Source: an optimization exercise on an open RTL-to-GDS flow (aim: small area). Production flows keep margins and buffers that such runs may drop.
In this exercise RTL edits were held to simulation tests only and were not proved equivalent to the original.
Power is estimated from default activity; no workload was simulated. The flow treats the clock pin as an ideal source, which a real chip does not have.

== run A ==
==> flow/design.v (excerpt) <==
module retire_trace_buffer #(
    parameter int unsigned DEPTH  = 16,
    parameter int unsigned SEQ_W  = 16,
    parameter int unsigned DROP_W = 8
) (
    input  logic                     clk,
    input  logic                     rst,
    input  logic                     trace_en,
    input  logic                     flush,
    input  logic                     clear_ovf,
    input  logic                     retire_valid,
    input  logic [31:0]              retire_pc,
    input  logic [31:0]              retire_instr,
    input  logic                     rd_we,
    input  logic [4:0]               rd_addr,
    input  logic [31:0]              rd_wdata,
    input  logic                     mem_we,
    input  logic [1:0]               mem_size,
    input  logic [31:0]              mem_addr,
    input  logic [31:0]              mem_wdata,
    output logic                     out_valid,
    input  logic                     out_ready,
    output logic [SEQ_W-1:0]         out_seq,
    output logic [31:0]              out_pc,
    output logic [31:0]              out_instr,
    output logic [4:0]               out_rd,
    output logic [31:0]              out_rdata,
    output logic [1:0]               out_write_op,
    output logic [31:0]              out_wdata,
    output logic [31:0]              out_waddr,
    output logic [$clog2(DEPTH):0]   count,
    output logic                     ovf,
    output logic [DROP_W-1:0]        drop_cnt
);
    localparam int unsigned PTR_W = $clog2(DEPTH);
    localparam int unsigned CNT_W = PTR_W + 1;
    typedef struct packed {
        logic [SEQ_W-1:0] seq;
  ...
Size: roughly 11000 cells after synthesis, about 370 I/O pins, ~0.10 mm² of cells after synthesis.
make LEC_CHECK=0 CAP_MARGIN=20 CORE_MARGIN=2 CORE_UTILIZATION=45 CTS_CLUSTER_DIAMETER=100 CTS_CLUSTER_SIZE=30 SLEW_MARGIN=20 SYNTH_HIERARCHICAL=1 SYNTH_MINIMUM_KEEP_SIZE=0 finish   # period 6.0 ns
run.sh (not shown) runs the stock make flow with config.mk's settings and CLKGATE_MAP_FILE= SYNTH_SCRIPT=/design/flow/synth_recipe.tcl, a recipe that flattens the netlist after the stock synthesis.
Run A: PASS, flow complete, no timing, DRC or antenna violations
Here is what was changed in the inputs of run B compared with run A.
# run A
export LEC_CHECK = 0
export CAP_MARGIN = 20
export CORE_MARGIN = 2
export CORE_UTILIZATION = 45
export CTS_CLUSTER_DIAMETER = 100
export CTS_CLUSTER_SIZE = 30
export SLEW_MARGIN = 20
export SYNTH_HIERARCHICAL = 1
export SYNTH_MINIMUM_KEEP_SIZE = 0
create_clock -name core_clock -period 6.0 [get_ports {clk}]
# run B
export LEC_CHECK = 0
export CAP_MARGIN = 20
export CORE_MARGIN = 2
export CORE_UTILIZATION = 45
export SLEW_MARGIN = 20
export SYNTH_HIERARCHICAL = 1
export SYNTH_MINIMUM_KEEP_SIZE = 0
create_clock -name core_clock -period 6.0 [get_ports {clk}]
==> flow/flow/run.sh (new file) <==
#!/bin/bash
# The standard ORFS layout, with two changes made through ORFS's own variables:
# - every port still gets a buffer, but the smallest one (buf_1);
# - the clock tree uses larger sink clusters and no dummy loads.
# The whole make output goes to standard.log; ORFS keeps each step's log under orfs/logs/.
set -euo pipefail
export BUFFER_PORTS_ARGS="-buffer_cell sky130_fd_sc_hd__buf_1"
export CTS_ARGS="-sink_clustering_enable -repair_clock_nets -dont_use_dummy_load -sink_clustering_size 30 -sink_clustering_max_diameter 100"
bash standard.sh > standard.log 2>&1
==> flow/standard.sh (new file) <==
#!/bin/bash
# synth_recipe.tcl (not shown) runs the flow's synth.tcl, then flattens the netlist and writes it again
# the make line also repeats each setting of config.mk as NAME=value (left out here)
make -C /OpenROAD-flow-scripts/flow DESIGN_CONFIG=/design/flow/config.mk WORK_HOME=/design/flow/orfs CLKGATE_MAP_FILE= SYNTH_SCRIPT=/design/flow/synth_recipe.tcl "${@:-finish}"
removed: flow/run.sh
==> summary.txt <==
| cell count | run B vs run A | ≈ equal |
In the final reports, the cell area of run B is smaller than that of run A.
In run B, fraction of area in registers is higher than in run A.
For clock-pin slew on the worst setup and hold paths, run B and run A come out practically identical.
As far as sequential power is concerned, run A and run B perform about the same.
From run A to run B, depth of the critical timing path with buffers and inverters included did not move at all.
Here is what was changed in the inputs of run C compared with run B.
# run B
export LEC_CHECK = 0
export CAP_MARGIN = 20
export CORE_MARGIN = 2
export CORE_UTILIZATION = 45
export SLEW_MARGIN = 20
export SYNTH_HIERARCHICAL = 1
export SYNTH_MINIMUM_KEEP_SIZE = 0
create_clock -name core_clock -period 6.0 [get_ports {clk}]
# run C
export LEC_CHECK = 0
export CAP_MARGIN = 20
export CORE_MARGIN = 2
export CORE_UTILIZATION = 40
export SLEW_MARGIN = 20
export SYNTH_HIERARCHICAL = 1
export SYNTH_MINIMUM_KEEP_SIZE = 0
create_clock -name core_clock -period 6.0 [get_ports {clk}]
==> flow/run.sh (new file) <==
#!/bin/bash
# synth_recipe.tcl (not shown) runs the flow's synth.tcl, then flattens the netlist and writes it again
# the make line also repeats each setting of config.mk as NAME=value (left out here)
make -C /OpenROAD-flow-scripts/flow DESIGN_CONFIG=/design/flow/config.mk WORK_HOME=/design/flow/orfs CLKGATE_MAP_FILE= SYNTH_SCRIPT=/design/flow/synth_recipe.tcl finish
removed: flow/flow/run.sh
removed: flow/standard.sh
==> comparison <==
Re non-clock buffer count: run C is about 3.6% up on run B. The ratio of final minimum period to clock period in run C sits 7.0 points above the value recorded for run B. [compare] base=run B new=run C: standard-cell row count +6.4%, worst setup slack -0.42 ns, width of the chip +about 6%, time the final worst path needs with I/O delays and setup +0.42 ns, power +32%. Compared with run B, run C shows a higher die area.
--- input diff run C..run D ---
# run C
export LEC_CHECK = 0
export CAP_MARGIN = 20
export CORE_MARGIN = 2
export CORE_UTILIZATION = 40
export SLEW_MARGIN = 20
export SYNTH_HIERARCHICAL = 1
export SYNTH_MINIMUM_KEEP_SIZE = 0
create_clock -name core_clock -period 6.0 [get_ports {clk}]
# run D
export LEC_CHECK = 0
export CAP_MARGIN = 20
export CORE_MARGIN = 2
export CORE_UTILIZATION = 45
export SLEW_MARGIN = 20
export SYNTH_HIERARCHICAL = 1
export SYNTH_MINIMUM_KEEP_SIZE = 0
create_clock -name core_clock -period 6.0 [get_ports {clk}]
==> flow/flow/run.sh (new file) <==
#!/bin/bash
# The standard ORFS layout, with two changes made through ORFS's own variables:
# - every port still gets a buffer, but the smallest one (buf_1);
# - the clock tree uses larger sink clusters and no dummy loads.
# The whole make output goes to standard.log; ORFS keeps each step's log under orfs/logs/.
set -euo pipefail
export BUFFER_PORTS_ARGS="-buffer_cell sky130_fd_sc_hd__buf_1"
export CTS_ARGS="-sink_clustering_enable -repair_clock_nets -dont_use_dummy_load -sink_clustering_size 26 -sink_clustering_max_diameter 100"
bash standard.sh > standard.log 2>&1
==> flow/standard.sh (new file) <==
#!/bin/bash
# synth_recipe.tcl (not shown) runs the flow's synth.tcl, then flattens the netlist and writes it again
# the make line also repeats each setting of config.mk as NAME=value (left out here)
make -C /OpenROAD-flow-scripts/flow DESIGN_CONFIG=/design/flow/config.mk WORK_HOME=/design/flow/orfs CLKGATE_MAP_FILE= SYNTH_SCRIPT=/design/flow/synth_recipe.tcl "${@:-finish}"
removed: flow/run.sh
Notes after the runs:
- Run D | status: complete | timing, DRC, antenna: pass
- Data arrival time of the worst path sits lower in run D than in run C.
- [compare] base=run C new=run D: static leakage decreased by 11% relative to the old numbers; final worst setup slack +0.47 ns; final non-filler cell area shows a reduction of about 8%; width of the chip shrank by 29 µm; sum of routed wire length over all layers shows a reduction of about 2%.
- Combinational share of power: run D and run C compared, lower one is run C
- Going from run C to run D, number of optimization iterations in the first detailed-route pass shrinks by 2.
- Routed length on met2 shrinks by a few percent when moving from run C to run D.

## static timing again, ports no longer ideal
How much do the figures lean on ideal ports? The routed layouts below were timed once more, with nothing changed but the port constraints.
Step 1, drivers: a clkbuf_16 drives clk and a buf_2 each remaining input, both assumed.
Step 2 adds t to the input delays and takes it off the output delays; t is the mean of the earliest and latest rising clock arrival at the registers after step 1. Input paths then give back, and output paths get back, about the clock's delay inside the block.
a / b / c = ideal / step 1 / step 2; a / b = the first two.
| run | shift t [ns] | slack for setup (ns) | clock arrival spread, ns | worst register clock-pin slew, ns | worst slew at a driven data input, ns |
|---|---|---|---|---|---|
| run A | 0.906 | 0.891 / 0.807 / 1.151 | 0.062 / 0.063 | 0.12 / 0.12 | 0.14 |
| run B | 0.882 | 1.110 / 1.021 / 1.366 | 0.070 / 0.070 | 0.12 / 0.12 | 0.14 |
| run C | 1.024 | 0.691 / 0.596 / 1.165 | 0.067 / 0.068 | 0.07 / 0.07 | 0.06 |
| run D | 0.903 | 1.158 / 1.070 / 1.373 | 0.064 / 0.064 | 0.11 / 0.11 | 0.13 |
After both steps setup and hold are still met in every run listed.
